Background: an optimization exercise with open tools, aiming at small area and a short achievable clock period. Do not read the settings as production practice. No run shown here included a check of the RTL's function; only the layout flow was run.

==> flow/design.v, too long to show whole: its modules and the start of the top module <==
// module fpm_top: 849 lines
// module fpm_fa: 4 lines
// module fpm_bsel: 3 lines
// module fpm_ao22: 3 lines
// module fpm_ao21: 3 lines
// module fpm_ao4: 4 lines
// module fpm_aoi22: 3 lines
// module fpm_xor2: 3 lines
module fpm_top (
  input  logic        clk,
  input  logic        rst_n,
  input  logic [2:0]  r_mode,
  input  logic [31:0] fp_x,
  input  logic [31:0] fp_y,
  output logic [31:0] fp_z,
  output logic        ovrf,
  output logic        udrf
);
  // ...
==> flow/flow/run.sh <==
#!/bin/bash
# The standard synthesis and layout; repair aims for 7.5 ns of setup slack
set -euo pipefail
bash standard.sh synth > synth.log 2>&1
bash standard.sh finish SETUP_SLACK_MARGIN=7.5 "BUFFER_PORTS_ARGS=-buffer_cell sky130_fd_sc_hd__buf_2" > layout.log 2>&1
==> flow/standard.sh <==
#!/bin/bash
# synth_recipe.tcl (not shown) runs the flow's synth.tcl, then flattens the netlist and writes it again
# the make line also repeats each setting of config.mk as NAME=value (left out here)
make -C /OpenROAD-flow-scripts/flow DESIGN_CONFIG=/design/flow/config.mk WORK_HOME=/design/flow/orfs CLKGATE_MAP_FILE= SYNTH_SCRIPT=/design/flow/synth_recipe.tcl "${@:-finish}"
==> flow/config.mk <==
export PLATFORM = sky130hd
export DESIGN_NAME = fpm_top
export DESIGN_NICKNAME = fpm_top
export VERILOG_FILES = /design/flow/design.v
export SDC_FILE = /design/flow/constraint.sdc
export NUM_CORES = 4
export LEC_CHECK = 0
export CAP_MARGIN = 20
export CORE_MARGIN = 2
export CORE_UTILIZATION = 55
export CTS_BUF_LIST = sky130_fd_sc_hd__clkbuf_4 sky130_fd_sc_hd__clkbuf_8
export SLEW_MARGIN = 20
export SYNTH_HIERARCHICAL = 1
==> flow/constraint.sdc <==
create_clock -name core_clock -period 12.5 [get_ports {clk}]
set_input_delay 2.5000 -clock core_clock [delete_from_list [all_inputs] [get_ports {clk}]]
set_output_delay 2.5000 -clock core_clock [all_outputs]
set_load 0.01 [all_outputs]
==> Flow_metrics.wiki, run 1 <==
{| class="wikitable"
! Metric !! Value
|-
| Register bit count reported by yosys || 122
|-
| Buffer type at the clock tree root || sky130_fd_sc_hd__clkbuf_8
|-
| Highest metal layer with signal wires || met5
|-
| Fin cells || 2,463
|-
| Simple-Gate Fraction of Synth Area || 0.0811
|-
| Clock-pin slew of the registers on the worst-case setup and hold paths || 0.07 ns
|-
| Main synth FF type || sky130_fd_sc_hd__dfxtp_1
|-
| Non-clock inverter instance count of the final layout || 90
|-
| Launch point of the worst hold path || rdir_q
|-
| Length of the first detailed-routing pass in iterations || 8
|-
| Max Cap Viol || 0
|-
| Non-clock buffers || 300
|-
| Global-route wire length before repair || 98,800 um
|-
| CTS Hold Bufs || 0
|-
| Total overflow reported by the global router || 0
|-
| Horizontal die dimension || 186 um
|-
| I/O Pins || 103
|-
| Number of instances resized during post-cts repair || 111
|-
| Sequential share of the synthesized area || 0.135
|-
| CTS tree || built
|-
| Worst hold slack after final layout || 0.328 ns
|-
| Delay of the slowest cell on the worst path || 0.69 ns
|-
| Capture endpoint of the worst hold path || rdir2_q
|-
| Number of input and output port buffers inserted || 102
|-
| Layer with the highest usage || met2
|-
| Cell with the most instances after synthesis || sky130_fd_sc_hd__xor2_1
|-
| Adder-Cell Fraction of Synth Area || 0.365
|-
| Outcome || finished clean
|-
| Commonest non-fill, non-tap cells in the layout || 334 x sky130_fd_sc_hd__xor2_1, 242 x sky130_fd_sc_hd__a22o_1, 234 x sky130_fd_sc_hd__fa_1
|-
| Cell depth of the worst min-delay path || 0
|-
| Total global-route track usage || 0.391
|-
| Non-clock buffering overhead || 0.108
|-
| Register cell area after layout || 0.00270 mm^2
|-
| Area of the die || 0.0344 mm^2
|-
| Highest achievable clock rate || 190 MHz
|-
| Crit path kind || flip-flop to flip-flop
|-
| Relative max-transition margin || 0.585
|-
| Detailed-routing wirelength on met1 || 27,000 um
|-
| Detailed-route via count || 16,000
|-
| Area after DPL || 0.0193 mm^2
|-
| RSZ-0062 raised after global routing || yes
|-
| Top cell type by total area after synthesis || sky130_fd_sc_hd__fa_1
|-
| Series of cell instances along the critical path || buf_12, a22o_4, xor2_2, fa_2, fa_2, fa_2, fa_1, fa_1, ha_4, and2_4, a21o_1, a21o_4, a21o_4, a21o_4, a21o_1, xor2_1
|}
==> run 2, diff against run 1 <==
--- a/flow/design.v
+++ b/flow/design.v
@@ -501,322 +501,244 @@
   logic [47:0] ra, rb;
   assign ra = {t568, t566, t564, t562, t560, t558, t556, t554, t552, t550, t548, t546, t544, t542, t540, t538, t536, t534, t532, t530, t528, t526, t524, t522, t520, t518, t516, t514, t512, t510, t508, t506, t504, t502, t500, t498, t496, t494, t492, t490, t488, t486, t484, t482, t480, t479, pp0[1], bneg[0]};
   assign rb = {~my[22], t567, t565, t563, t561, t559, t557, t555, t553, t551, t549, t547, t545, t543, t541, t539, t537, t535, t533, t531, t529, t527, t525, t523, t521, t519, t517, t515, t513, t511, t509, t507, t505, t503, t501, t499, t497, t495, t493, t491, t489, t487, t485, t483, t481, pp1[0], 1'b0, pp0[0]};
   logic [21:0] zt;
   assign zt = (ra[21:0] ^ rb[21:0]) ^ {(ra[20:0] | rb[20:0]), 1'b0};
   logic st_lo;    
   assign st_lo = |zt;
   logic [47:0] p;
-  logic g0_1, q0_1, g0_3, q0_3, g0_5, q0_5, g0_7, q0_7, g0_9, q0_9, g0_11, q0_11, g0_13, q0_13, g0_15, q0_15, g0_17, q0_17, g0_19, q0_19, g0_21, q0_21, g0_23, q0_23, g0_25, q0_25, g0_27, q0_27, g0_29, q0_29, g0_31, q0_31, g0_33, q0_33, g0_35, q0_35, g0_37, q0_37, g0_39, q0_39, g0_41, q0_41, g0_43, q0_43, g0_45, q0_45, g0_47, q0_47, g1_2, q1_2, g1_3, q1_3, g1_6, q1_6, g1_7, q1_7, g1_10, q1_10, g1_11, q1_11, g1_14, q1_14, g1_15, q1_15, g1_18, q1_18, g1_19, q1_19, g1_22, q1_22, g1_23, q1_23, g1_26, q1_26, g1_27, q1_27, g1_30, q1_30, g1_31, q1_31, g1_34, q1_34, g1_35, q1_35, g1_38, q1_38, g1_39, q1_39, g1_42, q1_42, g1_43, q1_43, g1_46, q1_46, g1_47, q1_47, g2_4, q2_4, g2_5, q2_5, g2_6, q2_6, g2_7, q2_7, g2_12, q2_12, g2_13, q2_13, g2_14, q2_14, g2_15, q2_15, g2_20, q2_20, g2_21, q2_21, g2_22, q2_22, g2_23, q2_23, g2_28, q2_28, g2_29, q2_29, g2_30, q2_30, g2_31, q2_31, g2_36, q2_36, g2_37, q2_37, g2_38, q2_38, g2_39, q2_39, g2_44, q2_44, g2_45, q2_45, g2_46, q2_46, g2_47, q2_47, g3_8, q3_8, g3_9, q3_9, g3_10, q3_10, g3_11, q3_11, g3_12, q3_12, g3_13, q3_13, g3_14, q3_14, g3_15, q3_15, g3_24, q3_24, g3_25, q3_25, g3_26, q3_26, g3_27, q3_27, g3_28, q3_28, g3_29, q3_29, g3_30, q3_30, g3_31, q3_31, g3_40, q3_40, g3_41, q3_41, g3_42, q3_42, g3_43, q3_43, g3_44, q3_44, g3_45, q3_45, g3_46, q3_46, g3_47, q3_47, g4_16, q4_16, g4_17, q4_17, g4_18, q4_18, g4_19, q4_19, g4_20, q4_20, g4_21, q4_21, g4_22, q4_22, g4_23, q4_23, g4_24, q4_24, g4_25, q4_25, g4_26, q4_26, g4_27, q4_27, g4_28, q4_28, g4_29, q4_29, g4_30, q4_30, g4_31, q4_31, g5_32, q5_32, g5_33, q5_33, g5_34, q5_34, g5_35, q5_35, g5_36, q5_36, g5_37, q5_37, g5_38, q5_38, g5_39, q5_39, g5_40, q5_40, g5_41, q5_41, g5_42, q5_42, g5_43, q5_43, g5_44, q5_44, g5_45, q5_45, g5_46, q5_46, g5_47, q5_47;
+  logic c23;
+  logic g0_1, g0_3, q0_3, g0_5, q0_5, g0_7, q0_7, g0_9, q0_9, g0_11, q0_11, g0_13, q0_13, g0_15, q0_15, g0_17, q0_17, g0_19, q0_19, g0_21, q0_21, g0_23, q0_23, g0_25, q0_25, g0_27, q0_27, g0_29, q0_29, g0_31, q0_31, g0_33, q0_33, g0_35, q0_35, g0_37, q0_37, g0_39, q0_39, g0_41, q0_41, g0_43, q0_43, g0_45, q0_45, g1_3, g1_7, q1_7, g1_11, q1_11, g1_15, q1_15, g1_19, q1_19, n_g0_21, g1_22, n_q0_21, q1_22, g1_23, q1_23, n_g0_25, g1_26, n_q0_25, q1_26, g1_27, q1_27, n_g0_29, g1_30, n_q0_29, q1_30, g1_31, q1_31, n_g0_33, g1_34, n_q0_33, q1_34, g1_35, q1_35, n_g0_37, g1_38, n_q0_37, q1_38, g1_39, q1_39, n_g0_41, g1_42, n_q0_41, q1_42, g1_43, q1_43, n_g0_45, g1_46, n_q0_45, q1_46, g2_7, g2_15, q2_15, n_g1_19, g2_21, n_q1_19, q2_21, g2_22, q2_22, g2_23, q2_23, g2_28, q2_28, n_g1_27, g2_29, n_q1_27, q2_29, g2_30, q2_30, g2_31, q2_31, g2_36, q2_36, n_g1_35, g2_37, n_q1_35, q2_37, g2_38, q2_38, g2_39, q2_39, g2_44, q2_44, n_g1_43, g2_45, n_q1_43, q2_45, g2_46, q2_46, g3_15, n_g2_23, g3_24, n_q2_23, q3_24, g3_25, q3_25, g3_26, q3_26, g3_27, q3_27, g3_28, q3_28, g3_29, q3_29, g3_30, q3_30, g3_31, q3_31, n_g2_39, g3_40, n_q2_39, q3_40, g3_41, q3_41, g3_42, q3_42, g3_43, q3_43, g3_44, q3_44, g3_45, q3_45, g3_46, q3_46, g4_21, g4_22, n_g3_15, g4_23, g4_24, g4_25, g4_26, g4_27, g4_28, g4_29, g4_30, g4_31, n_g4_31, g5_32, g5_33, g5_34, g5_35, g5_36, g5_37, g5_38, g5_39, g5_40, g5_41, g5_42, g5_43, g5_44, g5_45, g5_46, n_g4_22;
   logic [47:0] ag, ap;
   assign ag = ra & rb;
   assign ap = ra ^ rb;
-  fpm_ao21 u_g0_1 (.g(ag[1]), .p(ap[1]), .c(ag[0]), .y(g0_1));
-  assign q0_1 = ap[1] & ap[0];
-  fpm_ao21 u_g0_3 (.g(ag[3]), .p(ap[3]), .c(ag[2]), .y(g0_3));
-  assign q0_3 = ap[3] & ap[2];
-  fpm_ao21 u_g0_5 (.g(ag[5]), .p(ap[5]), .c(ag[4]), .y(g0_5));
-  assign q0_5 = ap[5] & ap[4];
-  fpm_ao21 u_g0_7 (.g(ag[7]), .p(ap[7]), .c(ag[6]), .y(g0_7));
-  assign q0_7 = ap[7] & ap[6];
-  fpm_ao21 u_g0_9 (.g(ag[9]), .p(ap[9]), .c(ag[8]), .y(g0_9));
-  assign q0_9 = ap[9] & ap[8];
-  fpm_ao21 u_g0_11 (.g(ag[11]), .p(ap[11]), .c(ag[10]), .y(g0_11));
-  assign q0_11 = ap[11] & ap[10];
-  fpm_ao21 u_g0_13 (.g(ag[13]), .p(ap[13]), .c(ag[12]), .y(g0_13));
-  assign q0_13 = ap[13] & ap[12];
-  fpm_ao21 u_g0_15 (.g(ag[15]), .p(ap[15]), .c(ag[14]), .y(g0_15));
-  assign q0_15 = ap[15] & ap[14];
-  fpm_ao21 u_g0_17 (.g(ag[17]), .p(ap[17]), .c(ag[16]), .y(g0_17));
-  assign q0_17 = ap[17] & ap[16];
-  fpm_ao21 u_g0_19 (.g(ag[19]), .p(ap[19]), .c(ag[18]), .y(g0_19));
-  assign q0_19 = ap[19] & ap[18];
-  fpm_ao21 u_g0_21 (.g(ag[21]), .p(ap[21]), .c(ag[20]), .y(g0_21));
-  assign q0_21 = ap[21] & ap[20];
-  fpm_ao21 u_g0_23 (.g(ag[23]), .p(ap[23]), .c(ag[22]), .y(g0_23));
-  assign q0_23 = ap[23] & ap[22];
-  fpm_ao21 u_g0_25 (.g(ag[25]), .p(ap[25]), .c(ag[24]), .y(g0_25));
-  assign q0_25 = ap[25] & ap[24];
-  fpm_ao21 u_g0_27 (.g(ag[27]), .p(ap[27]), .c(ag[26]), .y(g0_27));
-  assign q0_27 = ap[27] & ap[26];
-  fpm_ao21 u_g0_29 (.g(ag[29]), .p(ap[29]), .c(ag[28]), .y(g0_29));
-  assign q0_29 = ap[29] & ap[28];
-  fpm_ao21 u_g0_31 (.g(ag[31]), .p(ap[31]), .c(ag[30]), .y(g0_31));
-  assign q0_31 = ap[31] & ap[30];
-  fpm_ao21 u_g0_33 (.g(ag[33]), .p(ap[33]), .c(ag[32]), .y(g0_33));
-  assign q0_33 = ap[33] & ap[32];
-  fpm_ao21 u_g0_35 (.g(ag[35]), .p(ap[35]), .c(ag[34]), .y(g0_35));
-  assign q0_35 = ap[35] & ap[34];
-  fpm_ao21 u_g0_37 (.g(ag[37]), .p(ap[37]), .c(ag[36]), .y(g0_37));
-  assign q0_37 = ap[37] & ap[36];
-  fpm_ao21 u_g0_39 (.g(ag[39]), .p(ap[39]), .c(ag[38]), .y(g0_39));
-  assign q0_39 = ap[39] & ap[38];
-  fpm_ao21 u_g0_41 (.g(ag[41]), .p(ap[41]), .c(ag[40]), .y(g0_41));
-  assign q0_41 = ap[41] & ap[40];
-  fpm_ao21 u_g0_43 (.g(ag[43]), .p(ap[43]), .c(ag[42]), .y(g0_43));
-  assign q0_43 = ap[43] & ap[42];
-  fpm_ao21 u_g0_45 (.g(ag[45]), .p(ap[45]), .c(ag[44]), .y(g0_45));
-  assign q0_45 = ap[45] & ap[44];
-  fpm_ao21 u_g0_47 (.g(ag[47]), .p(ap[47]), .c(ag[46]), .y(g0_47));
-  assign q0_47 = ap[47] & ap[46];
-  fpm_ao21 u_g1_2 (.g(ag[2]), .p(ap[2]), .c(g0_1), .y(g1_2));
-  assign q1_2 = ap[2] & q0_1;
-  fpm_ao21 u_g1_3 (.g(g0_3), .p(q0_3), .c(g0_1), .y(g1_3));
-  assign q1_3 = q0_3 & q0_1;
-  fpm_ao21 u_g1_6 (.g(ag[6]), .p(ap[6]), .c(g0_5), .y(g1_6));
-  assign q1_6 = ap[6] & q0_5;
-  fpm_ao21 u_g1_7 (.g(g0_7), .p(q0_7), .c(g0_5), .y(g1_7));
-  assign q1_7 = q0_7 & q0_5;
-  fpm_ao21 u_g1_10 (.g(ag[10]), .p(ap[10]), .c(g0_9), .y(g1_10));
-  assign q1_10 = ap[10] & q0_9;
-  fpm_ao21 u_g1_11 (.g(g0_11), .p(q0_11), .c(g0_9), .y(g1_11));
-  assign q1_11 = q0_11 & q0_9;
-  fpm_ao21 u_g1_14 (.g(ag[14]), .p(ap[14]), .c(g0_13), .y(g1_14));
-  assign q1_14 = ap[14] & q0_13;
-  fpm_ao21 u_g1_15 (.g(g0_15), .p(q0_15), .c(g0_13), .y(g1_15));
-  assign q1_15 = q0_15 & q0_13;
-  fpm_ao21 u_g1_18 (.g(ag[18]), .p(ap[18]), .c(g0_17), .y(g1_18));
-  assign q1_18 = ap[18] & q0_17;
-  fpm_ao21 u_g1_19 (.g(g0_19), .p(q0_19), .c(g0_17), .y(g1_19));
-  assign q1_19 = q0_19 & q0_17;
-  fpm_ao21 u_g1_22 (.g(ag[22]), .p(ap[22]), .c(g0_21), .y(g1_22));
-  assign q1_22 = ap[22] & q0_21;
-  fpm_ao21 u_g1_23 (.g(g0_23), .p(q0_23), .c(g0_21), .y(g1_23));
-  assign q1_23 = q0_23 & q0_21;
-  fpm_ao21 u_g1_26 (.g(ag[26]), .p(ap[26]), .c(g0_25), .y(g1_26));
-  assign q1_26 = ap[26] & q0_25;
-  fpm_ao21 u_g1_27 (.g(g0_27), .p(q0_27), .c(g0_25), .y(g1_27));
-  assign q1_27 = q0_27 & q0_25;
-  fpm_ao21 u_g1_30 (.g(ag[30]), .p(ap[30]), .c(g0_29), .y(g1_30));
-  assign q1_30 = ap[30] & q0_29;
-  fpm_ao21 u_g1_31 (.g(g0_31), .p(q0_31), .c(g0_29), .y(g1_31));
-  assign q1_31 = q0_31 & q0_29;
-  fpm_ao21 u_g1_34 (.g(ag[34]), .p(ap[34]), .c(g0_33), .y(g1_34));
-  assign q1_34 = ap[34] & q0_33;
-  fpm_ao21 u_g1_35 (.g(g0_35), .p(q0_35), .c(g0_33), .y(g1_35));
-  assign q1_35 = q0_35 & q0_33;
-  fpm_ao21 u_g1_38 (.g(ag[38]), .p(ap[38]), .c(g0_37), .y(g1_38));
-  assign q1_38 = ap[38] & q0_37;
-  fpm_ao21 u_g1_39 (.g(g0_39), .p(q0_39), .c(g0_37), .y(g1_39));
-  assign q1_39 = q0_39 & q0_37;
-  fpm_ao21 u_g1_42 (.g(ag[42]), .p(ap[42]), .c(g0_41), .y(g1_42));
-  assign q1_42 = ap[42] & q0_41;
-  fpm_ao21 u_g1_43 (.g(g0_43), .p(q0_43), .c(g0_41), .y(g1_43));
-  assign q1_43 = q0_43 & q0_41;
-  fpm_ao21 u_g1_46 (.g(ag[46]), .p(ap[46]), .c(g0_45), .y(g1_46));
-  assign q1_46 = ap[46] & q0_45;
-  fpm_ao21 u_g1_47 (.g(g0_47), .p(q0_47), .c(g0_45), .y(g1_47));
-  assign q1_47 = q0_47 & q0_45;
-  fpm_ao21 u_g2_4 (.g(ag[4]), .p(ap[4]), .c(g1_3), .y(g2_4));
-  assign q2_4 = ap[4] & q1_3;
-  fpm_ao21 u_g2_5 (.g(g0_5), .p(q0_5), .c(g1_3), .y(g2_5));
-  assign q2_5 = q0_5 & q1_3;
-  fpm_ao21 u_g2_6 (.g(g1_6), .p(q1_6), .c(g1_3), .y(g2_6));
-  assign q2_6 = q1_6 & q1_3;
-  fpm_ao21 u_g2_7 (.g(g1_7), .p(q1_7), .c(g1_3), .y(g2_7));
-  assign q2_7 = q1_7 & q1_3;
-  fpm_ao21 u_g2_12 (.g(ag[12]), .p(ap[12]), .c(g1_11), .y(g2_12));
-  assign q2_12 = ap[12] & q1_11;
-  fpm_ao21 u_g2_13 (.g(g0_13), .p(q0_13), .c(g1_11), .y(g2_13));
-  assign q2_13 = q0_13 & q1_11;
-  fpm_ao21 u_g2_14 (.g(g1_14), .p(q1_14), .c(g1_11), .y(g2_14));
-  assign q2_14 = q1_14 & q1_11;
-  fpm_ao21 u_g2_15 (.g(g1_15), .p(q1_15), .c(g1_11), .y(g2_15));
-  assign q2_15 = q1_15 & q1_11;
-  fpm_ao21 u_g2_20 (.g(ag[20]), .p(ap[20]), .c(g1_19), .y(g2_20));
-  assign q2_20 = ap[20] & q1_19;
-  fpm_ao21 u_g2_21 (.g(g0_21), .p(q0_21), .c(g1_19), .y(g2_21));
-  assign q2_21 = q0_21 & q1_19;
-  fpm_ao21 u_g2_22 (.g(g1_22), .p(q1_22), .c(g1_19), .y(g2_22));
-  assign q2_22 = q1_22 & q1_19;
-  fpm_ao21 u_g2_23 (.g(g1_23), .p(q1_23), .c(g1_19), .y(g2_23));
-  assign q2_23 = q1_23 & q1_19;
-  fpm_ao21 u_g2_28 (.g(ag[28]), .p(ap[28]), .c(g1_27), .y(g2_28));
-  assign q2_28 = ap[28] & q1_27;
-  fpm_ao21 u_g2_29 (.g(g0_29), .p(q0_29), .c(g1_27), .y(g2_29));
-  assign q2_29 = q0_29 & q1_27;
-  fpm_ao21 u_g2_30 (.g(g1_30), .p(q1_30), .c(g1_27), .y(g2_30));
-  assign q2_30 = q1_30 & q1_27;
-  fpm_ao21 u_g2_31 (.g(g1_31), .p(q1_31), .c(g1_27), .y(g2_31));
-  assign q2_31 = q1_31 & q1_27;
-  fpm_ao21 u_g2_36 (.g(ag[36]), .p(ap[36]), .c(g1_35), .y(g2_36));
-  assign q2_36 = ap[36] & q1_35;
-  fpm_ao21 u_g2_37 (.g(g0_37), .p(q0_37), .c(g1_35), .y(g2_37));
-  assign q2_37 = q0_37 & q1_35;
-  fpm_ao21 u_g2_38 (.g(g1_38), .p(q1_38), .c(g1_35), .y(g2_38));
-  assign q2_38 = q1_38 & q1_35;
-  fpm_ao21 u_g2_39 (.g(g1_39), .p(q1_39), .c(g1_35), .y(g2_39));
-  assign q2_39 = q1_39 & q1_35;
-  fpm_ao21 u_g2_44 (.g(ag[44]), .p(ap[44]), .c(g1_43), .y(g2_44));
-  assign q2_44 = ap[44] & q1_43;
-  fpm_ao21 u_g2_45 (.g(g0_45), .p(q0_45), .c(g1_43), .y(g2_45));
-  assign q2_45 = q0_45 & q1_43;
-  fpm_ao21 u_g2_46 (.g(g1_46), .p(q1_46), .c(g1_43), .y(g2_46));
-  assign q2_46 = q1_46 & q1_43;
-  fpm_ao21 u_g2_47 (.g(g1_47), .p(q1_47), .c(g1_43), .y(g2_47));
-  assign q2_47 = q1_47 & q1_43;
-  fpm_ao21 u_g3_8 (.g(ag[8]), .p(ap[8]), .c(g2_7), .y(g3_8));
-  assign q3_8 = ap[8] & q2_7;
-  fpm_ao21 u_g3_9 (.g(g0_9), .p(q0_9), .c(g2_7), .y(g3_9));
-  assign q3_9 = q0_9 & q2_7;
-  fpm_ao21 u_g3_10 (.g(g1_10), .p(q1_10), .c(g2_7), .y(g3_10));
-  assign q3_10 = q1_10 & q2_7;
-  fpm_ao21 u_g3_11 (.g(g1_11), .p(q1_11), .c(g2_7), .y(g3_11));
-  assign q3_11 = q1_11 & q2_7;
-  fpm_ao21 u_g3_12 (.g(g2_12), .p(q2_12), .c(g2_7), .y(g3_12));
-  assign q3_12 = q2_12 & q2_7;
-  fpm_ao21 u_g3_13 (.g(g2_13), .p(q2_13), .c(g2_7), .y(g3_13));
-  assign q3_13 = q2_13 & q2_7;
-  fpm_ao21 u_g3_14 (.g(g2_14), .p(q2_14), .c(g2_7), .y(g3_14));
-  assign q3_14 = q2_14 & q2_7;
-  fpm_ao21 u_g3_15 (.g(g2_15), .p(q2_15), .c(g2_7), .y(g3_15));
-  assign q3_15 = q2_15 & q2_7;
-  fpm_ao21 u_g3_24 (.g(ag[24]), .p(ap[24]), .c(g2_23), .y(g3_24));
-  assign q3_24 = ap[24] & q2_23;
-  fpm_ao21 u_g3_25 (.g(g0_25), .p(q0_25), .c(g2_23), .y(g3_25));
-  assign q3_25 = q0_25 & q2_23;
-  fpm_ao21 u_g3_26 (.g(g1_26), .p(q1_26), .c(g2_23), .y(g3_26));
-  assign q3_26 = q1_26 & q2_23;
-  fpm_ao21 u_g3_27 (.g(g1_27), .p(q1_27), .c(g2_23), .y(g3_27));
-  assign q3_27 = q1_27 & q2_23;
-  fpm_ao21 u_g3_28 (.g(g2_28), .p(q2_28), .c(g2_23), .y(g3_28));
-  assign q3_28 = q2_28 & q2_23;
-  fpm_ao21 u_g3_29 (.g(g2_29), .p(q2_29), .c(g2_23), .y(g3_29));
-  assign q3_29 = q2_29 & q2_23;
-  fpm_ao21 u_g3_30 (.g(g2_30), .p(q2_30), .c(g2_23), .y(g3_30));
-  assign q3_30 = q2_30 & q2_23;
-  fpm_ao21 u_g3_31 (.g(g2_31), .p(q2_31), .c(g2_23), .y(g3_31));
-  assign q3_31 = q2_31 & q2_23;
-  fpm_ao21 u_g3_40 (.g(ag[40]), .p(ap[40]), .c(g2_39), .y(g3_40));
-  assign q3_40 = ap[40] & q2_39;
-  fpm_ao21 u_g3_41 (.g(g0_41), .p(q0_41), .c(g2_39), .y(g3_41));
-  assign q3_41 = q0_41 & q2_39;
-  fpm_ao21 u_g3_42 (.g(g1_42), .p(q1_42), .c(g2_39), .y(g3_42));
-  assign q3_42 = q1_42 & q2_39;
-  fpm_ao21 u_g3_43 (.g(g1_43), .p(q1_43), .c(g2_39), .y(g3_43));
-  assign q3_43 = q1_43 & q2_39;
-  fpm_ao21 u_g3_44 (.g(g2_44), .p(q2_44), .c(g2_39), .y(g3_44));
-  assign q3_44 = q2_44 & q2_39;
-  fpm_ao21 u_g3_45 (.g(g2_45), .p(q2_45), .c(g2_39), .y(g3_45));
-  assign q3_45 = q2_45 & q2_39;
-  fpm_ao21 u_g3_46 (.g(g2_46), .p(q2_46), .c(g2_39), .y(g3_46));
-  assign q3_46 = q2_46 & q2_39;
-  fpm_ao21 u_g3_47 (.g(g2_47), .p(q2_47), .c(g2_39), .y(g3_47));
-  assign q3_47 = q2_47 & q2_39;
-  fpm_ao21 u_g4_16 (.g(ag[16]), .p(ap[16]), .c(g3_15), .y(g4_16));
-  assign q4_16 = ap[16] & q3_15;
-  fpm_ao21 u_g4_17 (.g(g0_17), .p(q0_17), .c(g3_15), .y(g4_17));
-  assign q4_17 = q0_17 & q3_15;
-  fpm_ao21 u_g4_18 (.g(g1_18), .p(q1_18), .c(g3_15), .y(g4_18));
-  assign q4_18 = q1_18 & q3_15;
-  fpm_ao21 u_g4_19 (.g(g1_19), .p(q1_19), .c(g3_15), .y(g4_19));
-  assign q4_19 = q1_19 & q3_15;
-  fpm_ao21 u_g4_20 (.g(g2_20), .p(q2_20), .c(g3_15), .y(g4_20));
-  assign q4_20 = q2_20 & q3_15;
-  fpm_ao21 u_g4_21 (.g(g2_21), .p(q2_21), .c(g3_15), .y(g4_21));
-  assign q4_21 = q2_21 & q3_15;
-  fpm_ao21 u_g4_22 (.g(g2_22), .p(q2_22), .c(g3_15), .y(g4_22));
-  assign q4_22 = q2_22 & q3_15;
-  fpm_ao21 u_g4_23 (.g(g2_23), .p(q2_23), .c(g3_15), .y(g4_23));
-  assign q4_23 = q2_23 & q3_15;
-  fpm_ao21 u_g4_24 (.g(g3_24), .p(q3_24), .c(g3_15), .y(g4_24));
-  assign q4_24 = q3_24 & q3_15;
-  fpm_ao21 u_g4_25 (.g(g3_25), .p(q3_25), .c(g3_15), .y(g4_25));
-  assign q4_25 = q3_25 & q3_15;
-  fpm_ao21 u_g4_26 (.g(g3_26), .p(q3_26), .c(g3_15), .y(g4_26));
-  assign q4_26 = q3_26 & q3_15;
-  fpm_ao21 u_g4_27 (.g(g3_27), .p(q3_27), .c(g3_15), .y(g4_27));
-  assign q4_27 = q3_27 & q3_15;
-  fpm_ao21 u_g4_28 (.g(g3_28), .p(q3_28), .c(g3_15), .y(g4_28));
-  assign q4_28 = q3_28 & q3_15;
-  fpm_ao21 u_g4_29 (.g(g3_29), .p(q3_29), .c(g3_15), .y(g4_29));
-  assign q4_29 = q3_29 & q3_15;
-  fpm_ao21 u_g4_30 (.g(g3_30), .p(q3_30), .c(g3_15), .y(g4_30));
-  assign q4_30 = q3_30 & q3_15;
-  fpm_ao21 u_g4_31 (.g(g3_31), .p(q3_31), .c(g3_15), .y(g4_31));
-  assign q4_31 = q3_31 & q3_15;
-  fpm_ao21 u_g5_32 (.g(ag[32]), .p(ap[32]), .c(g4_31), .y(g5_32));
-  assign q5_32 = ap[32] & q4_31;
-  fpm_ao21 u_g5_33 (.g(g0_33), .p(q0_33), .c(g4_31), .y(g5_33));
-  assign q5_33 = q0_33 & q4_31;
-  fpm_ao21 u_g5_34 (.g(g1_34), .p(q1_34), .c(g4_31), .y(g5_34));
-  assign q5_34 = q1_34 & q4_31;
-  fpm_ao21 u_g5_35 (.g(g1_35), .p(q1_35), .c(g4_31), .y(g5_35));
-  assign q5_35 = q1_35 & q4_31;
-  fpm_ao21 u_g5_36 (.g(g2_36), .p(q2_36), .c(g4_31), .y(g5_36));
-  assign q5_36 = q2_36 & q4_31;
-  fpm_ao21 u_g5_37 (.g(g2_37), .p(q2_37), .c(g4_31), .y(g5_37));
-  assign q5_37 = q2_37 & q4_31;
-  fpm_ao21 u_g5_38 (.g(g2_38), .p(q2_38), .c(g4_31), .y(g5_38));
-  assign q5_38 = q2_38 & q4_31;
-  fpm_ao21 u_g5_39 (.g(g2_39), .p(q2_39), .c(g4_31), .y(g5_39));
-  assign q5_39 = q2_39 & q4_31;
-  fpm_ao21 u_g5_40 (.g(g3_40), .p(q3_40), .c(g4_31), .y(g5_40));
-  assign q5_40 = q3_40 & q4_31;
-  fpm_ao21 u_g5_41 (.g(g3_41), .p(q3_41), .c(g4_31), .y(g5_41));
-  assign q5_41 = q3_41 & q4_31;
-  fpm_ao21 u_g5_42 (.g(g3_42), .p(q3_42), .c(g4_31), .y(g5_42));
-  assign q5_42 = q3_42 & q4_31;
-  fpm_ao21 u_g5_43 (.g(g3_43), .p(q3_43), .c(g4_31), .y(g5_43));
-  assign q5_43 = q3_43 & q4_31;
-  fpm_ao21 u_g5_44 (.g(g3_44), .p(q3_44), .c(g4_31), .y(g5_44));
-  assign q5_44 = q3_44 & q4_31;
-  fpm_ao21 u_g5_45 (.g(g3_45), .p(q3_45), .c(g4_31), .y(g5_45));
-  assign q5_45 = q3_45 & q4_31;
-  fpm_ao21 u_g5_46 (.g(g3_46), .p(q3_46), .c(g4_31), .y(g5_46));
-  assign q5_46 = q3_46 & q4_31;
-  fpm_ao21 u_g5_47 (.g(g3_47), .p(q3_47), .c(g4_31), .y(g5_47));
-  assign q5_47 = q3_47 & q4_31;
-  assign p[0] = ap[0];
-  assign p[1] = ap[1] ^ ag[0];
-  assign p[2] = ap[2] ^ g0_1;
-  assign p[3] = ap[3] ^ g1_2;
-  assign p[4] = ap[4] ^ g1_3;
-  assign p[5] = ap[5] ^ g2_4;
-  assign p[6] = ap[6] ^ g2_5;
-  assign p[7] = ap[7] ^ g2_6;
-  assign p[8] = ap[8] ^ g2_7;
-  assign p[9] = ap[9] ^ g3_8;
-  assign p[10] = ap[10] ^ g3_9;
-  assign p[11] = ap[11] ^ g3_10;
-  assign p[12] = ap[12] ^ g3_11;
-  assign p[13] = ap[13] ^ g3_12;
-  assign p[14] = ap[14] ^ g3_13;
-  assign p[15] = ap[15] ^ g3_14;
-  assign p[16] = ap[16] ^ g3_15;
-  assign p[17] = ap[17] ^ g4_16;
-  assign p[18] = ap[18] ^ g4_17;
-  assign p[19] = ap[19] ^ g4_18;
-  assign p[20] = ap[20] ^ g4_19;
-  assign p[21] = ap[21] ^ g4_20;
-  fpm_xor2 u_sum22 (.a(ap[22]), .b(g4_21), .y(p[22]));
-  fpm_xor2 u_sum23 (.a(ap[23]), .b(g4_22), .y(p[23]));
+  fpm_aoi21 u_g0_1 (.g(ag[1]), .p(ap[1]), .c(ag[0]), .y(g0_1));
+  fpm_aoi21 u_g0_3 (.g(ag[3]), .p(ap[3]), .c(ag[2]), .y(g0_3));
+  fpm_nand2 u_q0_3 (.a(ap[3]), .b(ap[2]), .y(q0_3));
+  fpm_aoi21 u_g0_5 (.g(ag[5]), .p(ap[5]), .c(ag[4]), .y(g0_5));
+  fpm_nand2 u_q0_5 (.a(ap[5]), .b(ap[4]), .y(q0_5));
+  fpm_aoi21 u_g0_7 (.g(ag[7]), .p(ap[7]), .c(ag[6]), .y(g0_7));
+  fpm_nand2 u_q0_7 (.a(ap[7]), .b(ap[6]), .y(q0_7));
+  fpm_aoi21 u_g0_9 (.g(ag[9]), .p(ap[9]), .c(ag[8]), .y(g0_9));
+  fpm_nand2 u_q0_9 (.a(ap[9]), .b(ap[8]), .y(q0_9));
+  fpm_aoi21 u_g0_11 (.g(ag[11]), .p(ap[11]), .c(ag[10]), .y(g0_11));
+  fpm_nand2 u_q0_11 (.a(ap[11]), .b(ap[10]), .y(q0_11));
+  fpm_aoi21 u_g0_13 (.g(ag[13]), .p(ap[13]), .c(ag[12]), .y(g0_13));
+  fpm_nand2 u_q0_13 (.a(ap[13]), .b(ap[12]), .y(q0_13));
+  fpm_aoi21 u_g0_15 (.g(ag[15]), .p(ap[15]), .c(ag[14]), .y(g0_15));
+  fpm_nand2 u_q0_15 (.a(ap[15]), .b(ap[14]), .y(q0_15));
+  fpm_aoi21 u_g0_17 (.g(ag[17]), .p(ap[17]), .c(ag[16]), .y(g0_17));
+  fpm_nand2 u_q0_17 (.a(ap[17]), .b(ap[16]), .y(q0_17));
+  fpm_aoi21 u_g0_19 (.g(ag[19]), .p(ap[19]), .c(ag[18]), .y(g0_19));
+  fpm_nand2 u_q0_19 (.a(ap[19]), .b(ap[18]), .y(q0_19));
+  fpm_aoi21 u_g0_21 (.g(ag[21]), .p(ap[21]), .c(ag[20]), .y(g0_21));
+  fpm_nand2 u_q0_21 (.a(ap[21]), .b(ap[20]), .y(q0_21));
+  fpm_aoi21 u_g0_23 (.g(ag[23]), .p(ap[23]), .c(ag[22]), .y(g0_23));
+  fpm_nand2 u_q0_23 (.a(ap[23]), .b(ap[22]), .y(q0_23));
+  fpm_aoi21 u_g0_25 (.g(ag[25]), .p(ap[25]), .c(ag[24]), .y(g0_25));
+  fpm_nand2 u_q0_25 (.a(ap[25]), .b(ap[24]), .y(q0_25));
+  fpm_aoi21 u_g0_27 (.g(ag[27]), .p(ap[27]), .c(ag[26]), .y(g0_27));
+  fpm_nand2 u_q0_27 (.a(ap[27]), .b(ap[26]), .y(q0_27));
+  fpm_aoi21 u_g0_29 (.g(ag[29]), .p(ap[29]), .c(ag[28]), .y(g0_29));
+  fpm_nand2 u_q0_29 (.a(ap[29]), .b(ap[28]), .y(q0_29));
+  fpm_aoi21 u_g0_31 (.g(ag[31]), .p(ap[31]), .c(ag[30]), .y(g0_31));
+  fpm_nand2 u_q0_31 (.a(ap[31]), .b(ap[30]), .y(q0_31));
+  fpm_aoi21 u_g0_33 (.g(ag[33]), .p(ap[33]), .c(ag[32]), .y(g0_33));
+  fpm_nand2 u_q0_33 (.a(ap[33]), .b(ap[32]), .y(q0_33));
+  fpm_aoi21 u_g0_35 (.g(ag[35]), .p(ap[35]), .c(ag[34]), .y(g0_35));
+  fpm_nand2 u_q0_35 (.a(ap[35]), .b(ap[34]), .y(q0_35));
+  fpm_aoi21 u_g0_37 (.g(ag[37]), .p(ap[37]), .c(ag[36]), .y(g0_37));
+  fpm_nand2 u_q0_37 (.a(ap[37]), .b(ap[36]), .y(q0_37));
+  fpm_aoi21 u_g0_39 (.g(ag[39]), .p(ap[39]), .c(ag[38]), .y(g0_39));
+  fpm_nand2 u_q0_39 (.a(ap[39]), .b(ap[38]), .y(q0_39));
+  fpm_aoi21 u_g0_41 (.g(ag[41]), .p(ap[41]), .c(ag[40]), .y(g0_41));
+  fpm_nand2 u_q0_41 (.a(ap[41]), .b(ap[40]), .y(q0_41));
+  fpm_aoi21 u_g0_43 (.g(ag[43]), .p(ap[43]), .c(ag[42]), .y(g0_43));
+  fpm_nand2 u_q0_43 (.a(ap[43]), .b(ap[42]), .y(q0_43));
+  fpm_aoi21 u_g0_45 (.g(ag[45]), .p(ap[45]), .c(ag[44]), .y(g0_45));
+  fpm_nand2 u_q0_45 (.a(ap[45]), .b(ap[44]), .y(q0_45));
+  fpm_oai21 u_g1_3 (.g(g0_3), .p(q0_3), .c(g0_1), .y(g1_3));
+  fpm_oai21 u_g1_7 (.g(g0_7), .p(q0_7), .c(g0_5), .y(g1_7));
+  fpm_nor2 u_q1_7 (.a(q0_7), .b(q0_5), .y(q1_7));
+  fpm_oai21 u_g1_11 (.g(g0_11), .p(q0_11), .c(g0_9), .y(g1_11));
+  fpm_nor2 u_q1_11 (.a(q0_11), .b(q0_9), .y(q1_11));
+  fpm_oai21 u_g1_15 (.g(g0_15), .p(q0_15), .c(g0_13), .y(g1_15));
+  fpm_nor2 u_q1_15 (.a(q0_15), .b(q0_13), .y(q1_15));
+  fpm_oai21 u_g1_19 (.g(g0_19), .p(q0_19), .c(g0_17), .y(g1_19));
+  fpm_nor2 u_q1_19 (.a(q0_19), .b(q0_17), .y(q1_19));
+  assign n_g0_21 = ~g0_21;
+  fpm_aoi21 u_g1_22 (.g(ag[22]), .p(ap[22]), .c(n_g0_21), .y(g1_22));
+  assign n_q0_21 = ~q0_21;
+  fpm_nand2 u_q1_22 (.a(ap[22]), .b(n_q0_21), .y(q1_22));
+  fpm_oai21 u_g1_23 (.g(g0_23), .p(q0_23), .c(g0_21), .y(g1_23));
+  fpm_nor2 u_q1_23 (.a(q0_23), .b(q0_21), .y(q1_23));
+  assign n_g0_25 = ~g0_25;
+  fpm_aoi21 u_g1_26 (.g(ag[26]), .p(ap[26]), .c(n_g0_25), .y(g1_26));
+  assign n_q0_25 = ~q0_25;
+  fpm_nand2 u_q1_26 (.a(ap[26]), .b(n_q0_25), .y(q1_26));
+  fpm_oai21 u_g1_27 (.g(g0_27), .p(q0_27), .c(g0_25), .y(g1_27));
+  fpm_nor2 u_q1_27 (.a(q0_27), .b(q0_25), .y(q1_27));
+  assign n_g0_29 = ~g0_29;
+  fpm_aoi21 u_g1_30 (.g(ag[30]), .p(ap[30]), .c(n_g0_29), .y(g1_30));
+  assign n_q0_29 = ~q0_29;
+  fpm_nand2 u_q1_30 (.a(ap[30]), .b(n_q0_29), .y(q1_30));
+  fpm_oai21 u_g1_31 (.g(g0_31), .p(q0_31), .c(g0_29), .y(g1_31));
+  fpm_nor2 u_q1_31 (.a(q0_31), .b(q0_29), .y(q1_31));
+  assign n_g0_33 = ~g0_33;
+  fpm_aoi21 u_g1_34 (.g(ag[34]), .p(ap[34]), .c(n_g0_33), .y(g1_34));
+  assign n_q0_33 = ~q0_33;
+  fpm_nand2 u_q1_34 (.a(ap[34]), .b(n_q0_33), .y(q1_34));
+  fpm_oai21 u_g1_35 (.g(g0_35), .p(q0_35), .c(g0_33), .y(g1_35));
+  fpm_nor2 u_q1_35 (.a(q0_35), .b(q0_33), .y(q1_35));
+  assign n_g0_37 = ~g0_37;
+  fpm_aoi21 u_g1_38 (.g(ag[38]), .p(ap[38]), .c(n_g0_37), .y(g1_38));
+  assign n_q0_37 = ~q0_37;
+  fpm_nand2 u_q1_38 (.a(ap[38]), .b(n_q0_37), .y(q1_38));
+  fpm_oai21 u_g1_39 (.g(g0_39), .p(q0_39), .c(g0_37), .y(g1_39));
+  fpm_nor2 u_q1_39 (.a(q0_39), .b(q0_37), .y(q1_39));
+  assign n_g0_41 = ~g0_41;
+  fpm_aoi21 u_g1_42 (.g(ag[42]), .p(ap[42]), .c(n_g0_41), .y(g1_42));
+  assign n_q0_41 = ~q0_41;
+  fpm_nand2 u_q1_42 (.a(ap[42]), .b(n_q0_41), .y(q1_42));
+  fpm_oai21 u_g1_43 (.g(g0_43), .p(q0_43), .c(g0_41), .y(g1_43));
+  fpm_nor2 u_q1_43 (.a(q0_43), .b(q0_41), .y(q1_43));
+  assign n_g0_45 = ~g0_45;
+  fpm_aoi21 u_g1_46 (.g(ag[46]), .p(ap[46]), .c(n_g0_45), .y(g1_46));
+  assign n_q0_45 = ~q0_45;
+  fpm_nand2 u_q1_46 (.a(ap[46]), .b(n_q0_45), .y(q1_46));
+  fpm_aoi21 u_g2_7 (.g(g1_7), .p(q1_7), .c(g1_3), .y(g2_7));
+  fpm_aoi21 u_g2_15 (.g(g1_15), .p(q1_15), .c(g1_11), .y(g2_15));
+  fpm_nand2 u_q2_15 (.a(q1_15), .b(q1_11), .y(q2_15));
+  assign n_g1_19 = ~g1_19;
+  fpm_oai21 u_g2_21 (.g(g0_21), .p(q0_21), .c(n_g1_19), .y(g2_21));
+  assign n_q1_19 = ~q1_19;
+  fpm_nor2 u_q2_21 (.a(q0_21), .b(n_q1_19), .y(q2_21));
+  fpm_oai21 u_g2_22 (.g(g1_22), .p(q1_22), .c(n_g1_19), .y(g2_22));
+  fpm_nor2 u_q2_22 (.a(q1_22), .b(n_q1_19), .y(q2_22));
+  fpm_aoi21 u_g2_23 (.g(g1_23), .p(q1_23), .c(g1_19), .y(g2_23));
+  fpm_nand2 u_q2_23 (.a(q1_23), .b(q1_19), .y(q2_23));
+  fpm_aoi21 u_g2_28 (.g(ag[28]), .p(ap[28]), .c(g1_27), .y(g2_28));
+  fpm_nand2 u_q2_28 (.a(ap[28]), .b(q1_27), .y(q2_28));
+  assign n_g1_27 = ~g1_27;
+  fpm_oai21 u_g2_29 (.g(g0_29), .p(q0_29), .c(n_g1_27), .y(g2_29));
+  assign n_q1_27 = ~q1_27;
+  fpm_nor2 u_q2_29 (.a(q0_29), .b(n_q1_27), .y(q2_29));
+  fpm_oai21 u_g2_30 (.g(g1_30), .p(q1_30), .c(n_g1_27), .y(g2_30));
+  fpm_nor2 u_q2_30 (.a(q1_30), .b(n_q1_27), .y(q2_30));
+  fpm_aoi21 u_g2_31 (.g(g1_31), .p(q1_31), .c(g1_27), .y(g2_31));
+  fpm_nand2 u_q2_31 (.a(q1_31), .b(q1_27), .y(q2_31));
+  fpm_aoi21 u_g2_36 (.g(ag[36]), .p(ap[36]), .c(g1_35), .y(g2_36));
+  fpm_nand2 u_q2_36 (.a(ap[36]), .b(q1_35), .y(q2_36));
+  assign n_g1_35 = ~g1_35;
+  fpm_oai21 u_g2_37 (.g(g0_37), .p(q0_37), .c(n_g1_35), .y(g2_37));
+  assign n_q1_35 = ~q1_35;
+  fpm_nor2 u_q2_37 (.a(q0_37), .b(n_q1_35), .y(q2_37));
+  fpm_oai21 u_g2_38 (.g(g1_38), .p(q1_38), .c(n_g1_35), .y(g2_38));
+  fpm_nor2 u_q2_38 (.a(q1_38), .b(n_q1_35), .y(q2_38));
+  fpm_aoi21 u_g2_39 (.g(g1_39), .p(q1_39), .c(g1_35), .y(g2_39));
+  fpm_nand2 u_q2_39 (.a(q1_39), .b(q1_35), .y(q2_39));
+  fpm_aoi21 u_g2_44 (.g(ag[44]), .p(ap[44]), .c(g1_43), .y(g2_44));
+  fpm_nand2 u_q2_44 (.a(ap[44]), .b(q1_43), .y(q2_44));
+  assign n_g1_43 = ~g1_43;
+  fpm_oai21 u_g2_45 (.g(g0_45), .p(q0_45), .c(n_g1_43), .y(g2_45));
+  assign n_q1_43 = ~q1_43;
+  fpm_nor2 u_q2_45 (.a(q0_45), .b(n_q1_43), .y(q2_45));
+  fpm_oai21 u_g2_46 (.g(g1_46), .p(q1_46), .c(n_g1_43), .y(g2_46));
+  fpm_nor2 u_q2_46 (.a(q1_46), .b(n_q1_43), .y(q2_46));
+  fpm_oai21 u_g3_15 (.g(g2_15), .p(q2_15), .c(g2_7), .y(g3_15));
+  assign n_g2_23 = ~g2_23;
+  fpm_aoi21 u_g3_24 (.g(ag[24]), .p(ap[24]), .c(n_g2_23), .y(g3_24));
+  assign n_q2_23 = ~q2_23;
+  fpm_nand2 u_q3_24 (.a(ap[24]), .b(n_q2_23), .y(q3_24));
+  fpm_oai21 u_g3_25 (.g(g0_25), .p(q0_25), .c(g2_23), .y(g3_25));
+  fpm_nor2 u_q3_25 (.a(q0_25), .b(q2_23), .y(q3_25));
+  fpm_oai21 u_g3_26 (.g(g1_26), .p(q1_26), .c(g2_23), .y(g3_26));
+  fpm_nor2 u_q3_26 (.a(q1_26), .b(q2_23), .y(q3_26));
+  fpm_aoi21 u_g3_27 (.g(g1_27), .p(q1_27), .c(n_g2_23), .y(g3_27));
+  fpm_nand2 u_q3_27 (.a(q1_27), .b(n_q2_23), .y(q3_27));
+  fpm_oai21 u_g3_28 (.g(g2_28), .p(q2_28), .c(g2_23), .y(g3_28));
+  fpm_nor2 u_q3_28 (.a(q2_28), .b(q2_23), .y(q3_28));
+  fpm_aoi21 u_g3_29 (.g(g2_29), .p(q2_29), .c(n_g2_23), .y(g3_29));
+  fpm_nand2 u_q3_29 (.a(q2_29), .b(n_q2_23), .y(q3_29));
+  fpm_aoi21 u_g3_30 (.g(g2_30), .p(q2_30), .c(n_g2_23), .y(g3_30));
+  fpm_nand2 u_q3_30 (.a(q2_30), .b(n_q2_23), .y(q3_30));
+  fpm_oai21 u_g3_31 (.g(g2_31), .p(q2_31), .c(g2_23), .y(g3_31));
+  fpm_nor2 u_q3_31 (.a(q2_31), .b(q2_23), .y(q3_31));
+  assign n_g2_39 = ~g2_39;
+  fpm_aoi21 u_g3_40 (.g(ag[40]), .p(ap[40]), .c(n_g2_39), .y(g3_40));
+  assign n_q2_39 = ~q2_39;
+  fpm_nand2 u_q3_40 (.a(ap[40]), .b(n_q2_39), .y(q3_40));
+  fpm_oai21 u_g3_41 (.g(g0_41), .p(q0_41), .c(g2_39), .y(g3_41));
+  fpm_nor2 u_q3_41 (.a(q0_41), .b(q2_39), .y(q3_41));
+  fpm_oai21 u_g3_42 (.g(g1_42), .p(q1_42), .c(g2_39), .y(g3_42));
+  fpm_nor2 u_q3_42 (.a(q1_42), .b(q2_39), .y(q3_42));
+  fpm_aoi21 u_g3_43 (.g(g1_43), .p(q1_43), .c(n_g2_39), .y(g3_43));
+  fpm_nand2 u_q3_43 (.a(q1_43), .b(n_q2_39), .y(q3_43));
+  fpm_oai21 u_g3_44 (.g(g2_44), .p(q2_44), .c(g2_39), .y(g3_44));
+  fpm_nor2 u_q3_44 (.a(q2_44), .b(q2_39), .y(q3_44));
+  fpm_aoi21 u_g3_45 (.g(g2_45), .p(q2_45), .c(n_g2_39), .y(g3_45));
+  fpm_nand2 u_q3_45 (.a(q2_45), .b(n_q2_39), .y(q3_45));
+  fpm_aoi21 u_g3_46 (.g(g2_46), .p(q2_46), .c(n_g2_39), .y(g3_46));
+  fpm_nand2 u_q3_46 (.a(q2_46), .b(n_q2_39), .y(q3_46));
+  fpm_aoi21 u_g4_21 (.g(g2_21), .p(q2_21), .c(g3_15), .y(g4_21));
+  fpm_aoi21 u_g4_22 (.g(g2_22), .p(q2_22), .c(g3_15), .y(g4_22));
+  assign n_g3_15 = ~g3_15;
+  fpm_oai21 u_g4_23 (.g(g2_23), .p(q2_23), .c(n_g3_15), .y(g4_23));
+  fpm_oai21 u_g4_24 (.g(g3_24), .p(q3_24), .c(n_g3_15), .y(g4_24));
+  fpm_aoi21 u_g4_25 (.g(g3_25), .p(q3_25), .c(g3_15), .y(g4_25));
+  fpm_aoi21 u_g4_26 (.g(g3_26), .p(q3_26), .c(g3_15), .y(g4_26));
+  fpm_oai21 u_g4_27 (.g(g3_27), .p(q3_27), .c(n_g3_15), .y(g4_27));
+  fpm_aoi21 u_g4_28 (.g(g3_28), .p(q3_28), .c(g3_15), .y(g4_28));
+  fpm_oai21 u_g4_29 (.g(g3_29), .p(q3_29), .c(n_g3_15), .y(g4_29));
+  fpm_oai21 u_g4_30 (.g(g3_30), .p(q3_30), .c(n_g3_15), .y(g4_30));
+  fpm_aoi21 u_g4_31 (.g(g3_31), .p(q3_31), .c(g3_15), .y(g4_31));
+  assign n_g4_31 = ~g4_31;
+  fpm_aoi21 u_g5_32 (.g(ag[32]), .p(ap[32]), .c(n_g4_31), .y(g5_32));
+  fpm_oai21 u_g5_33 (.g(g0_33), .p(q0_33), .c(g4_31), .y(g5_33));
+  fpm_oai21 u_g5_34 (.g(g1_34), .p(q1_34), .c(g4_31), .y(g5_34));
+  fpm_aoi21 u_g5_35 (.g(g1_35), .p(q1_35), .c(n_g4_31), .y(g5_35));
+  fpm_oai21 u_g5_36 (.g(g2_36), .p(q2_36), .c(g4_31), .y(g5_36));
+  fpm_aoi21 u_g5_37 (.g(g2_37), .p(q2_37), .c(n_g4_31), .y(g5_37));
+  fpm_aoi21 u_g5_38 (.g(g2_38), .p(q2_38), .c(n_g4_31), .y(g5_38));
+  fpm_oai21 u_g5_39 (.g(g2_39), .p(q2_39), .c(g4_31), .y(g5_39));
+  fpm_oai21 u_g5_40 (.g(g3_40), .p(q3_40), .c(g4_31), .y(g5_40));
+  fpm_aoi21 u_g5_41 (.g(g3_41), .p(q3_41), .c(n_g4_31), .y(g5_41));
+  fpm_aoi21 u_g5_42 (.g(g3_42), .p(q3_42), .c(n_g4_31), .y(g5_42));
+  fpm_oai21 u_g5_43 (.g(g3_43), .p(q3_43), .c(g4_31), .y(g5_43));
+  fpm_aoi21 u_g5_44 (.g(g3_44), .p(q3_44), .c(n_g4_31), .y(g5_44));
+  fpm_oai21 u_g5_45 (.g(g3_45), .p(q3_45), .c(g4_31), .y(g5_45));
+  fpm_oai21 u_g5_46 (.g(g3_46), .p(q3_46), .c(g4_31), .y(g5_46));
+  assign n_g4_22 = ~g4_22;
+  assign c23 = n_g4_22;    
+  assign p[21:0] = ap[21:0];    
+  fpm_xnor2 u_sum22 (.a(ap[22]), .b(g4_21), .y(p[22]));
+  fpm_xnor2 u_sum23 (.a(ap[23]), .b(g4_22), .y(p[23]));
   fpm_xor2 u_sum24 (.a(ap[24]), .b(g4_23), .y(p[24]));
   fpm_xor2 u_sum25 (.a(ap[25]), .b(g4_24), .y(p[25]));
-  fpm_xor2 u_sum26 (.a(ap[26]), .b(g4_25), .y(p[26]));
-  fpm_xor2 u_sum27 (.a(ap[27]), .b(g4_26), .y(p[27]));
+  fpm_xnor2 u_sum26 (.a(ap[26]), .b(g4_25), .y(p[26]));
+  fpm_xnor2 u_sum27 (.a(ap[27]), .b(g4_26), .y(p[27]));
   fpm_xor2 u_sum28 (.a(ap[28]), .b(g4_27), .y(p[28]));
-  fpm_xor2 u_sum29 (.a(ap[29]), .b(g4_28), .y(p[29]));
+  fpm_xnor2 u_sum29 (.a(ap[29]), .b(g4_28), .y(p[29]));
   fpm_xor2 u_sum30 (.a(ap[30]), .b(g4_29), .y(p[30]));
   fpm_xor2 u_sum31 (.a(ap[31]), .b(g4_30), .y(p[31]));
-  fpm_xor2 u_sum32 (.a(ap[32]), .b(g4_31), .y(p[32]));
-  fpm_xor2 u_sum33 (.a(ap[33]), .b(g5_32), .y(p[33]));
+  fpm_xnor2 u_sum32 (.a(ap[32]), .b(g4_31), .y(p[32]));
+  fpm_xnor2 u_sum33 (.a(ap[33]), .b(g5_32), .y(p[33]));
   fpm_xor2 u_sum34 (.a(ap[34]), .b(g5_33), .y(p[34]));
   fpm_xor2 u_sum35 (.a(ap[35]), .b(g5_34), .y(p[35]));
-  fpm_xor2 u_sum36 (.a(ap[36]), .b(g5_35), .y(p[36]));
+  fpm_xnor2 u_sum36 (.a(ap[36]), .b(g5_35), .y(p[36]));
   fpm_xor2 u_sum37 (.a(ap[37]), .b(g5_36), .y(p[37]));
-  fpm_xor2 u_sum38 (.a(ap[38]), .b(g5_37), .y(p[38]));
-  fpm_xor2 u_sum39 (.a(ap[39]), .b(g5_38), .y(p[39]));
+  fpm_xnor2 u_sum38 (.a(ap[38]), .b(g5_37), .y(p[38]));
+  fpm_xnor2 u_sum39 (.a(ap[39]), .b(g5_38), .y(p[39]));
   fpm_xor2 u_sum40 (.a(ap[40]), .b(g5_39), .y(p[40]));
   fpm_xor2 u_sum41 (.a(ap[41]), .b(g5_40), .y(p[41]));
-  fpm_xor2 u_sum42 (.a(ap[42]), .b(g5_41), .y(p[42]));
-  fpm_xor2 u_sum43 (.a(ap[43]), .b(g5_42), .y(p[43]));
+  fpm_xnor2 u_sum42 (.a(ap[42]), .b(g5_41), .y(p[42]));
+  fpm_xnor2 u_sum43 (.a(ap[43]), .b(g5_42), .y(p[43]));
   fpm_xor2 u_sum44 (.a(ap[44]), .b(g5_43), .y(p[44]));
-  fpm_xor2 u_sum45 (.a(ap[45]), .b(g5_44), .y(p[45]));
+  fpm_xnor2 u_sum45 (.a(ap[45]), .b(g5_44), .y(p[45]));
   fpm_xor2 u_sum46 (.a(ap[46]), .b(g5_45), .y(p[46]));
   fpm_xor2 u_sum47 (.a(ap[47]), .b(g5_46), .y(p[47]));
   logic live;    
   assign live = v_q & rst_n;
   logic nrm_c, inf_c, zer_c, nan_c, sg_c;
   assign nan_c = live & nan_q;
   assign inf_c = live & ~nan_q & inf_q;
   assign zer_c = live & ~nan_q & ~inf_q & zer_q;
@@ -860,17 +782,19 @@
   assign f1 = ru1 ? i1 : p_q[24:2];
   assign f0 = ru0 ? i0 : p_q[23:1];    
   logic inf_o, zer_o, nrm, nrmf;
   assign inf_o = sx ? inf_q2[1] : inf_q2[0];
   assign zer_o = sx ? zer_q2[1] : zer_q2[0];
   assign nrm   = sx ? nrm_q2[1] : nrm_q2[0];
   assign nrmf  = h ? nrm_q2[1] : nrm_q2[0];   
   logic [7:0] ez;
-  assign ez = e_q + {7'd0, sx};
+  logic [7:0] e1;
+  assign e1 = e_q + 8'd1;
+  assign ez = sx ? e1 : e_q;
   assign ovrf = inf_o;
   assign udrf = zer_o;
   assign fp_z[31]    = sg2_q;
   assign fp_z[30:23] = (nan2_q | inf_o) ? 8'hff : (nrm ? ez : 8'h00);
   assign fp_z[22]    = nan2_q | (nrmf & (h ? f1[22] : f0[22]));
   assign fp_z[21:0]  = nrmf ? (h ? f1[21:0] : f0[21:0]) : 22'd0;
 endmodule
 module fpm_fa (input logic a, input logic b, input logic c, output logic s, output logic co);
@@ -888,12 +812,27 @@
 endmodule
 module fpm_ao4 (input logic s1, input logic s2, input logic s3, input logic s4,
                 input logic a, input logic b, input logic c, input logic d, output logic y);
   assign y = (s1 & a) | (s2 & b) | (s3 & c) | (s4 & d);
 endmodule
 module fpm_aoi22 (input logic one, input logic two, input logic a, input logic b, output logic y);
   assign y = ~((one & a) | (two & b));
 endmodule
+module fpm_aoi21 (input logic g, input logic p, input logic c, output logic y);
+  assign y = ~(g | (p & c));
+endmodule
+module fpm_oai21 (input logic g, input logic p, input logic c, output logic y);
+  assign y = ~(g & (p | c));
+endmodule
+module fpm_nand2 (input logic a, input logic b, output logic y);
+  assign y = ~(a & b);
+endmodule
+module fpm_nor2 (input logic a, input logic b, output logic y);
+  assign y = ~(a | b);
+endmodule
+module fpm_xnor2 (input logic a, input logic b, output logic y);
+  assign y = ~(a ^ b);
+endmodule
 module fpm_xor2 (input logic a, input logic b, output logic y);
   assign y = a ^ b;
 endmodule
 `default_nettype wire
==> flow/flow/run.sh (replaced) <==
#!/bin/bash
# The standard synthesis and layout; repair aims for 7 ns of setup slack
set -euo pipefail
bash standard.sh synth > synth.log 2>&1
bash standard.sh finish SETUP_SLACK_MARGIN=7 "BUFFER_PORTS_ARGS=-buffer_cell sky130_fd_sc_hd__buf_2" > layout.log 2>&1
==> run 2 against run 1 <==
Effect of this change:
- die area barely moved
- critical path depth decreased by 8
- worst setup slack got worse by 0.13 ns
- global-route usage is 5.9 points lower
- clock skew shrank 0.020 ns
- cell count is 4.4% lower
- sequential share of layout area is 0.16 points lower
- synthesized cell count is 1.2% higher
- flip-flop and latch count did not move
==> Flow_metrics.wiki, run 2 <==
{| class="wikitable"
! Metric !! Value
|-
| Outcome || finished clean (unchanged)
|-
| Layer with the highest usage || met2 (unchanged)
|-
| Relative max-transition margin || 0.476 (was 0.585)
|-
| Highest achievable clock rate || 185 MHz (was 190 MHz)
|-
| Kind of cell adding the most delay to the critical path || simple AND/OR/NAND/NOR gates (was adder cells)
|-
| Yosys synthesis warning count || 7 (unchanged)
|-
| Number of input and output port buffers inserted || 102 (unchanged)
|-
| CTS Hold Bufs || 0 (unchanged)
|-
| Top reg by flops || p_q (unchanged)
|-
| HPWL after detailed placement || 37,200 um (was 37,300 um)
|-
| Routed length per instance || 23.5 um (was 26.6 um)
|-
| Layout Skew || 0.0178 ns (was 0.0381 ns)
|-
| Syn_area_per_cell || 10.5 um^2 (was 10.6 um^2)
|-
| Crit path kind || flip-flop to primary output (was flip-flop to flip-flop)
|-
| Register bit count reported by yosys || 122 (unchanged)
|-
| Length of the first detailed-routing pass in iterations || 6 (was 8)
|-
| Critical path launch point type || flip-flop (unchanged)
|-
| Measured slew at the worst slew-check pin || 0.786 ns (was 0.623 ns)
|-
| Fin cells || 2,355 (was 2,463)
|-
| Main synth FF type || sky130_fd_sc_hd__dfxtp_1 (unchanged)
|-
| Largest registers in the final layout || p_q: 26 flops, fy_q: 23 flops (unchanged)
|-
| Global-route met1 utilization || 0.482 (was 0.539)
|-
| Max Cap Viol || 0 (unchanged)
|-
| CTS tree || built (unchanged)
|-
| Series of cell instances along the critical path || ha_1, and3_1, and3_1, and2_1, nand3_1, xor2_1, o22ai_1, buf_2 (was buf_12, a22o_4, xor2_2, fa_2, fa_2, fa_2, fa_1, fa_1, ha_4, and2_4, a21o_1, a21o_4, a21o_4, a21o_4, a21o_1, xor2_1)
|-
| RSZ-0062 raised after global routing || no (was yes)
|-
| Post-synthesis async set-or-reset flop share || 0 (unchanged)
|-
| Synth top area cells || sky130_fd_sc_hd__fa_1 29%, sky130_fd_sc_hd__xor2_1 15%, sky130_fd_sc_hd__dfxtp_1 13%, sky130_fd_sc_hd__a22o_1 12%, sky130_fd_sc_hd__ha_1 7.3% (was sky130_fd_sc_hd__fa_1 29%, sky130_fd_sc_hd__xor2_1 16%, sky130_fd_sc_hd__dfxtp_1 13%, sky130_fd_sc_hd__a22o_1 12%, sky130_fd_sc_hd__ha_1 7.4%)
|-
| Met2 Track Usage GR || 0.500 (was 0.567)
|-
| Buffer type at the clock tree root || sky130_fd_sc_hd__clkbuf_8 (unchanged)
|-
| Layout overhead on the synthesized area || 12.6% (was 22.6%)
|-
| Residual antenna-violating net count after detailed routing || 0 (unchanged)
|-
| Sequential share of the synthesized area || 0.135 (about the same)
|-
| Number of antenna violations at the first check in global routing || 0 (unchanged)
|-
| Area of the die || 0.0344 mm^2 (about the same)
|-
| DRC violation total after the first TritonRoute iteration || 1,296 (was 1,908)
|-
| Number of nets in the final layout || 2,339 (was 2,448)
|-
| Register-to-register setup slack || 7.22 ns (was 7.23 ns)
|-
| Insertion delay to the later sink of the worst-skew pair || 0.48 ns (was 0.53 ns)
|-
| Clock-pin slew of the registers on the worst-case setup and hold paths || 0.08 ns (was 0.07 ns)
|-
| Cell with the most instances after synthesis || sky130_fd_sc_hd__xor2_1 (unchanged)
|-
| Max Slew Vio Count || 0 (unchanged)
|-
| Detailed-route via count || 14,600 (was 16,000)
|-
| Worst Path Required || 10.00 ns (was 12.88 ns)
|-
| Commonest non-fill, non-tap cells in the layout || 315 x sky130_fd_sc_hd__xor2_1, 264 x sky130_fd_sc_hd__fa_1, 244 x sky130_fd_sc_hd__a22o_1 (was 334 x sky130_fd_sc_hd__xor2_1, 242 x sky130_fd_sc_hd__a22o_1, 234 x sky130_fd_sc_hd__fa_1)
|-
| Delay of the slowest cell on the worst path || 0.52 ns (was 0.69 ns)
|-
| Number of failing setup endpoints in the final timing report || 0 (unchanged)
|-
| Cell count after synthesis || 1,729 (was 1,709)
|-
| Die Height || 185 um (was 186 um)
|-
| Worst hold slack after final layout || 0.331 ns (was 0.328 ns)
|-
| Area of the placeable core || 0.0325 mm^2 (about the same)
|-
| Horizontal die dimension || 185 um (was 186 um)
|-
| Number of buffers created by CTS || 17 (unchanged)
|-
| Top cell type by total area after synthesis || sky130_fd_sc_hd__fa_1 (unchanged)
|-
| Most numerous cell on the critical path || sky130_fd_sc_hd__and3_1
|-
| EDFF count, synth || 0 (unchanged)
|-
| Share of post-route cells with drive strength above 1 || 0.162 (was 0.261)
|-
| Highest-delay cell along the critical path || sky130_fd_sc_hd__dfxtp_1 (was sky130_fd_sc_hd__fa_2)
|-
| Total global-route track usage || 0.332 (was 0.391)
|-
| Number of placed instances, taps included || 2,314 (was 2,235)
|-
| Gpl congestion || 0.853 (was 0.864)
|-
| I/O Pins || 103 (unchanged)
|-
| Bufs and invs on worst path || 1 (unchanged)
|-
| Post-synthesis net count || 2,168 (was 2,149)
|-
| Total overflow reported by the global router || 0 (unchanged)
|-
| Global-route wire length before repair || 85,600 um (was 98,800 um)
|-
| Distinct cells, synth || 59 (was 51)
|-
| N_diodes || 0 (unchanged)
|-
| Cell types with the highest counts after synthesis || 320 x sky130_fd_sc_hd__xor2_1, 264 x sky130_fd_sc_hd__fa_1, 244 x sky130_fd_sc_hd__a22o_1 (was 341 x sky130_fd_sc_hd__xor2_1, 264 x sky130_fd_sc_hd__fa_1, 244 x sky130_fd_sc_hd__a22o_1)
|}
run 2: cell count changes after synthesis, moves of 12 or more:
| cell | previous run | this run |
|---|---|---|
| sky130_fd_sc_hd__nand2_1 | 48 | 98 |
| sky130_fd_sc_hd__and3_1 | 33 | 8 |
| sky130_fd_sc_hd__and2_1 | 31 | 6 |
| sky130_fd_sc_hd__xnor2_1 | 45 | 68 |
| sky130_fd_sc_hd__xor2_1 | 341 | 320 |
| sky130_fd_sc_hd__a21oi_2 | 0 | 60 |
| sky130_fd_sc_hd__a21o_1 | 101 | 1 |
| sky130_fd_sc_hd__o21ai_1 | 9 | 40 |
| sky130_fd_sc_hd__inv_1 | 90 | 110 |
| sky130_fd_sc_hd__nor2_1 | 24 | 54 |
| sky130_fd_sc_hd__nand4_1 | 33 | 21 |
run 2: metrics by stage:
step / worst slack, ns / instance area (um^2)
floorplan: 7.16 / 18100
global placement: 6.34 / 19500
detailed placement: 6.59 / 19500
CTS: 7.04 / 19900
global route: 6.98 / 20400
finish: 7.10 / 20400
run 2: logic make-up after synthesis:
family / share of synthesized area
adder cells (fa/ha/maj): 0.365
AND/OR/NAND/NOR: 0.0730
multiplexers: 0.00297
flip-flops: 0.135
buffers and inverters: 0.0309
AO/OA/AOI/OAI: 0.206
XOR/XNOR: 0.188
other: 0.000207
run 2: per-layer routing:
layer	wire, um	share of wire	vias up
met4	1320	0.024	0
met5	0	0	-
met3	4680	0.085	97
li1	-	-	6432
met1	24800	0.45	7435
met2	24600	0.44	646
run 2: Yosys stat by module (local to each module, per instance), excerpt:
| module | times used | cells | cell area [um^2] | flops+latches |
|---|---|---|---|---|
| fpm_xnor2 | 13 | 1 | 8.76 | 0 |
| fpm_fa | 263 | 1 | 20.0 | 0 |
| fpm_xor2 | 255 | 1 | 8.76 | 0 |
| fpm_nor2 | 25 | 1 | 3.75 | 0 |
| fpm_nand2 | 44 | 1 | 3.75 | 0 |
| fpm_oai21 | 40 | 1 | 5.00 | 0 |
| fpm_ao22 | 242 | 1 | 8.76 | 0 |
run 2: final cells by class:
cell class / count / area [um^2]
clock inverter: 14 / 186
inverter: 110 / 417
clock buffer: 18 / 241
sequential: 122 / 2450
tap: 442 / 553
fill: 2781 / 12000
timing repair buffer: 170 / 1380
multi-input combinational: 1479 / 15200
run 2: worst paths after layout:
path              end  cells after the start       from
max          fp_z[10]                      8     p_q[3]
min            rne2_q                      0      rne_q
max reg2reg   p_q[14]                     17  bone_q[2]
min reg2reg    rne2_q                      0      rne_q
run 2: timing repair:
action | CTS | global route
hold endpoints to repair | 0 | 0
setup buffers | 1 | 7
gates resized for setup | 4 | 99
endpoints found under the setup margin | 15 | 17
pin swaps | 0 | 3
cloned | 0 | 1

-- port drivers added, routing unchanged --
No port has a modelled driver above. Below, the same layouts with a new extraction and two added sets of constraints. Step 1 (the two cells are an assumption about what drives the block):
set clk [get_ports {clk}]
set_driving_cell -lib_cell sky130_fd_sc_hd__clkbuf_16 $clk
set_driving_cell -lib_cell sky130_fd_sc_hd__buf_2 [delete_from_list [all_inputs] $clk]
Step 2 also shifts input and output timing later by t, the mid clock arrival at the registers, as if the neighbouring blocks saw the same clock. Three values: ideal, step 1, step 2; two values: the first two.
run	t (ns)	slack for setup (ns)	worst hold slack (ns)	worst setup path at the end
run 1	0.557	7.226 / 7.226 / 7.226	0.328 / 0.328 / 0.328	register to register
run 2	0.526	7.101 / 7.050 / 7.216	0.331 / 0.331 / 0.331	register to register
After both steps setup and hold are still met in every run listed.
